This is an optimization exercise on Yosys and OpenROAD, whose aim is small area, not a production implementation.
At most, simulation tests tie the RTL to the original design; equivalence was not proved.
Power figures rest on the tool's default switching activity, not on a simulated workload.

Design collisionTop, start of the top module:
module collisionTop
(
	input  logic                       Clk,
	input  logic                       rstN,
	input  logic [7:0]                 keycode,
	input  logic [pointW-1:0]          tankPos,        
	input  logic [pointW-1:0]          enemyPos,       
	input  logic [wallCount*rectW-1:0] walls,          
	input  logic [pointW-1:0]          missilePos,     
	input  logic [1:0]                 missileDir,
	output logic [2:0]                 status          
);
	logic       blocked;     
	logic [2:0] hits;        
	tankMoveCheck u_moveCheck
	(
		.keycode  (keycode),
		.tankPos  (tankPos),
		.enemyPos (enemyPos),
		.walls    (walls),
		.blocked  (blocked)
	);
	missileHitCheck u_hitCheck
	(
		.missilePos (missilePos),
		.missileDir (missileDir),
		.enemyPos   (enemyPos),
		.walls      (walls),
		.hits       (hits)
	);
	hitArbiter u_arbiter
	(
		.Clk     (Clk),
		.rstN    (rstN),
		.blocked (blocked),
		.hits    (hits),
		.status  (status)
	);
endmodule
For scale: roughly 770 cells after synthesis, about 200 I/O pins.
clock: 7.0 ns
lec_check: 0
cap_margin: 20
core_margin: 2
core_utilization: 70
slew_margin: 20
run.sh (not shown) runs the stock make flow with config.mk's settings and CLKGATE_MAP_FILE= SYNTH_SCRIPT=/design/flow/synth_recipe.tcl, a recipe that flattens the netlist after the stock synthesis.
The baseline never finished: it broke off in clock tree synthesis (4_1_cts) (DPL-0038).
Next try:
CORE_UTILIZATION = 40   (was 70)
Outcome: Now the flow produced a layout that fails on setup timing. Synthesized area stays the same. Synthesized cell count is unchanged.


Another version of the RTL of collisionTop (not shown whole).
For scale: roughly 750 cells after synthesis, roughly 3 flip-flops, about 200 I/O pins, ~8200 um^2 of cells after synthesis.
## collisionTop
module collisionTop
(
	input  logic                       Clk,
	input  logic                       rstN,
	input  logic [7:0]                 keycode,
	input  logic [pointW-1:0]          tankPos,        
	input  logic [pointW-1:0]          enemyPos,       
	input  logic [wallCount*rectW-1:0] walls,          
	input  logic [pointW-1:0]          missilePos,     
	input  logic [1:0]                 missileDir,
	output logic [2:0]                 status          
);
	logic       blocked;     
	logic [2:0] hits;        
	tankMoveCheck u_moveCheck
	(
		.keycode  (keycode),
		.tankPos  (tankPos),
		.enemyPos (enemyPos),
		.walls    (walls),
		.blocked  (blocked)
	);
	missileHitCheck u_hitCheck
	(
		.missilePos (missilePos),
		.missileDir (missileDir),
		.enemyPos   (enemyPos),
		.walls      (walls),
		.hits       (hits)
	);
	hitArbiter u_arbiter
	(
		.Clk     (Clk),
		.rstN    (rstN),
		.blocked (blocked),
		.hits    (hits),
		.status  (status)
	);
endmodule
clock: 7.0 ns
lec_check: 0
cap_margin: 20
core_margin: 2
core_utilization: 60
cts_buf_list: sky130_fd_sc_hd__clkbuf_2
gpl_timing_driven: 0
setup_slack_margin: 0.15
slew_margin: 20
standard.sh (not shown) runs the stock make flow with config.mk's settings and CLKGATE_MAP_FILE= SYNTH_SCRIPT=/design/flow/synth_recipe.tcl, a recipe that flattens the netlist after the stock synthesis.
==> flow/flow/run.sh <==
#!/bin/bash
# The standard layout (the standard.sh, unchanged synthesis), except
# that the port buffers are plain buf_1 cells rather than delay buffers.
set -euo pipefail
export BUFFER_PORTS_ARGS="-buffer_cell sky130_fd_sc_hd__buf_1"
bash standard.sh > standard.log 2>&1
The first run produced a layout that fails on setup timing.
Edit:
==> flow/flow/run.sh (replaced) <==
#!/bin/bash
# The standard layout (the standard.sh, unchanged synthesis), except
# that the port buffers are plain buf_2 cells rather than delay buffers.
set -euo pipefail
export BUFFER_PORTS_ARGS="-buffer_cell sky130_fd_sc_hd__buf_2"
bash standard.sh > standard.log 2>&1
SETUP_SLACK_MARGIN = unset   (was 0.15)
Effect:
- The changed run finished but fails on setup timing
- non-clock buffer count climbs by 7
- combinational power hardly moves
- worst setup slack gets worse by 0.14 ns
- hold slack degrades by 0.058 ns
- design area increases slightly
- core utilization came out higher by 1.2 points
- wire length increases slightly
- via count increases by a few percent
- synthesized cell count stays the same
- total power is about the same
- first-iteration DRC count is lower by a few percent
No run of this note included a check of the RTL's function; only the layout flow was run.


Another version of the RTL of collisionTop (not shown whole).
Size: ~930 cells after synthesis, roughly 3 flip-flops, about 0.0092 mm^2 of cells after synthesis.
==> flow/config.mk <==
export PLATFORM = sky130hd
export DESIGN_NAME = collisionTop
export DESIGN_NICKNAME = collisionTop
export VERILOG_FILES = /design/flow/design.v
export SDC_FILE = /design/flow/constraint.sdc
export NUM_CORES = 4
export LEC_CHECK = 0
export CAP_MARGIN = 20
export CORE_MARGIN = 2
export CORE_UTILIZATION = 55
export CTS_BUF_LIST = sky130_fd_sc_hd__clkbuf_1
export GPL_TIMING_DRIVEN = 0
export SETUP_SLACK_MARGIN = 0.05
export SLEW_MARGIN = 20
==> flow/constraint.sdc <==
create_clock -name core_clock -period 7.0 [get_ports {Clk}]
set_input_delay 1.4000 -clock core_clock [delete_from_list [all_inputs] [get_ports {Clk}]]
set_output_delay 1.4000 -clock core_clock [all_outputs]
set_load 0.01 [all_outputs]
==> flow/flow/run.sh <==
#!/bin/bash
# The standard layout (the standard.sh, unchanged synthesis), except
# that the port buffers are plain buf_1 cells rather than delay buffers.
set -euo pipefail
export BUFFER_PORTS_ARGS="-buffer_cell sky130_fd_sc_hd__buf_1"
bash standard.sh > standard.log 2>&1
The first run completed with no timing, DRC or antenna violations.
Next try:
CTS_BUF_LIST = sky130_fd_sc_hd__clkbuf_2   (was sky130_fd_sc_hd__clkbuf_1)
Final cell count hardly moves.
Non-clock buffer count came out higher by 1.
Total power rises slightly.
Clock-buffer cell count stays the same.
Synthesized area is unchanged.
Sequential share of layout area is about the same.
Maximum frequency stays flat.
Design area stays flat.
Utilization goes up by 0.17 points.
Hold slack gets better by 43 ps.
Wire length barely changes.


## P
collisionTop, a different RTL version from the one above (not shown whole).
Size: roughly 870 cells after synthesis, about 3 flip-flops, roughly 200 I/O pins, roughly 8900 um2 of cells after synthesis.
clock: 7.0 ns
lec_check: 0
cap_margin: 20
core_margin: 2
core_utilization: 60
cts_buf_list: sky130_fd_sc_hd__clkbuf_2
gpl_timing_driven: 0
setup_slack_margin: 0.15
slew_margin: 20
Scripts as last shown in full above: flow/flow/run.sh
P completed; timing, DRC and antenna clean
> inputs changed (P -> Q)
Settings: changing SETUP_SLACK_MARGIN from 0.15 to 0.1; changing GPL_TIMING_DRIVEN from 0 to 1.
==> comparison <==
Re final antenna-violating net count: no difference whatsoever between P and Q. Comparing Q and P, the higher post-CTS setup-driven buffer insertion count is on P. On combinational group share of total power: between Q and P, it ends up higher for P. Going from P to Q, non-clock buffer count grew by more than a quarter. Compared with P, Q is the more power-hungry design. Relative to P, the final cell area reported for Q is higher. P vs Q, startpoint of the worst setup timing path: missilePos[0] vs tankPos[10]. Compared with P, placement density in the core of Q is higher.
Edits applied to the flow inputs when going from Q to R:
Settings: GPL_TIMING_DRIVEN now 0, was 1; SETUP_SLACK_MARGIN now 0.05, was 0.1.
- Per the comparison of R with Q, signed area change from the synthesized netlist to the final layout fell by 7.4 points; buffer count excluding the clock tree in the final layout saw a decrease; power consumption decreased about 9%; share of the clock period used by the worst path went up.
- In R the hold slack turned out 0.084 ns higher than in Q.
- Wire length of R falls short of that of Q by a few percent.
- | slew at the pin closest to its max-slew limit | R vs Q | 0.10 ns higher |
- Relative to Q, the sequential power measured on R has decreased by a few percent.
- Of the two candidates, Q has the worse post-route standard cell area excluding fillers and R the better one.

==> what the ideal ports hide <==
How much do the figures lean on ideal ports? The routed layouts below were timed once more, with nothing changed but the port constraints.
Step 1 assumes that a clkbuf_16 drives the clock port and a buf_2 every other input.
Step 2 times the ports against the registers' clock, not the clock port: input delays grow and output delays shrink by t, the midpoint of the rising clock arrivals with the driver on.
Three values: no drivers, after step 1, after step 2; two values: the first two.
| run | t, ns | slack for setup (ns) | worst hold slack (ns) | latest minus earliest clock arrival (ns) |
|---|---|---|---|---|
| the second run of note 1 | 0.259 | -0.296 / -0.302 / -0.560 | 1.815 / 1.845 / 2.104 | 0.001 / 0.001 |
| the first run of note 2 | 0.238 | -0.049 / -0.061 / -0.300 | 1.526 / 1.533 / 1.771 | 0.008 / 0.007 |
| the second run of note 2 | 0.240 | -0.186 / -0.219 / -0.459 | 1.469 / 1.463 / 1.703 | 0.004 / 0.004 |
| the first run of note 3 | 0.269 | 0.191 / 0.174 / -0.095 | 1.410 / 1.441 / 1.710 | 0.024 / 0.024 |
| the second run of note 3 | 0.230 | 0.200 / 0.181 / -0.049 | 1.453 / 1.482 / 1.712 | 0.013 / 0.013 |
| P | 0.210 | 0.224 / 0.197 / -0.013 | 1.589 / 1.594 / 1.797 | 0.005 / 0.006 |
| Q | 0.257 | 0.235 / 0.237 / -0.020 | 1.506 / 1.506 / 1.763 | 0.004 / 0.004 |
| R | 0.210 | 0.089 / 0.083 / -0.128 | 1.590 / 1.595 / 1.800 | 0.003 / 0.003 |
Met with ideal ports but missed after step 2: setup timing in 5 of these runs. For the first run of note 3, which loses most, drivers alone change the setup slack by -0.017 ns; drivers and shift together by -0.286 ns.
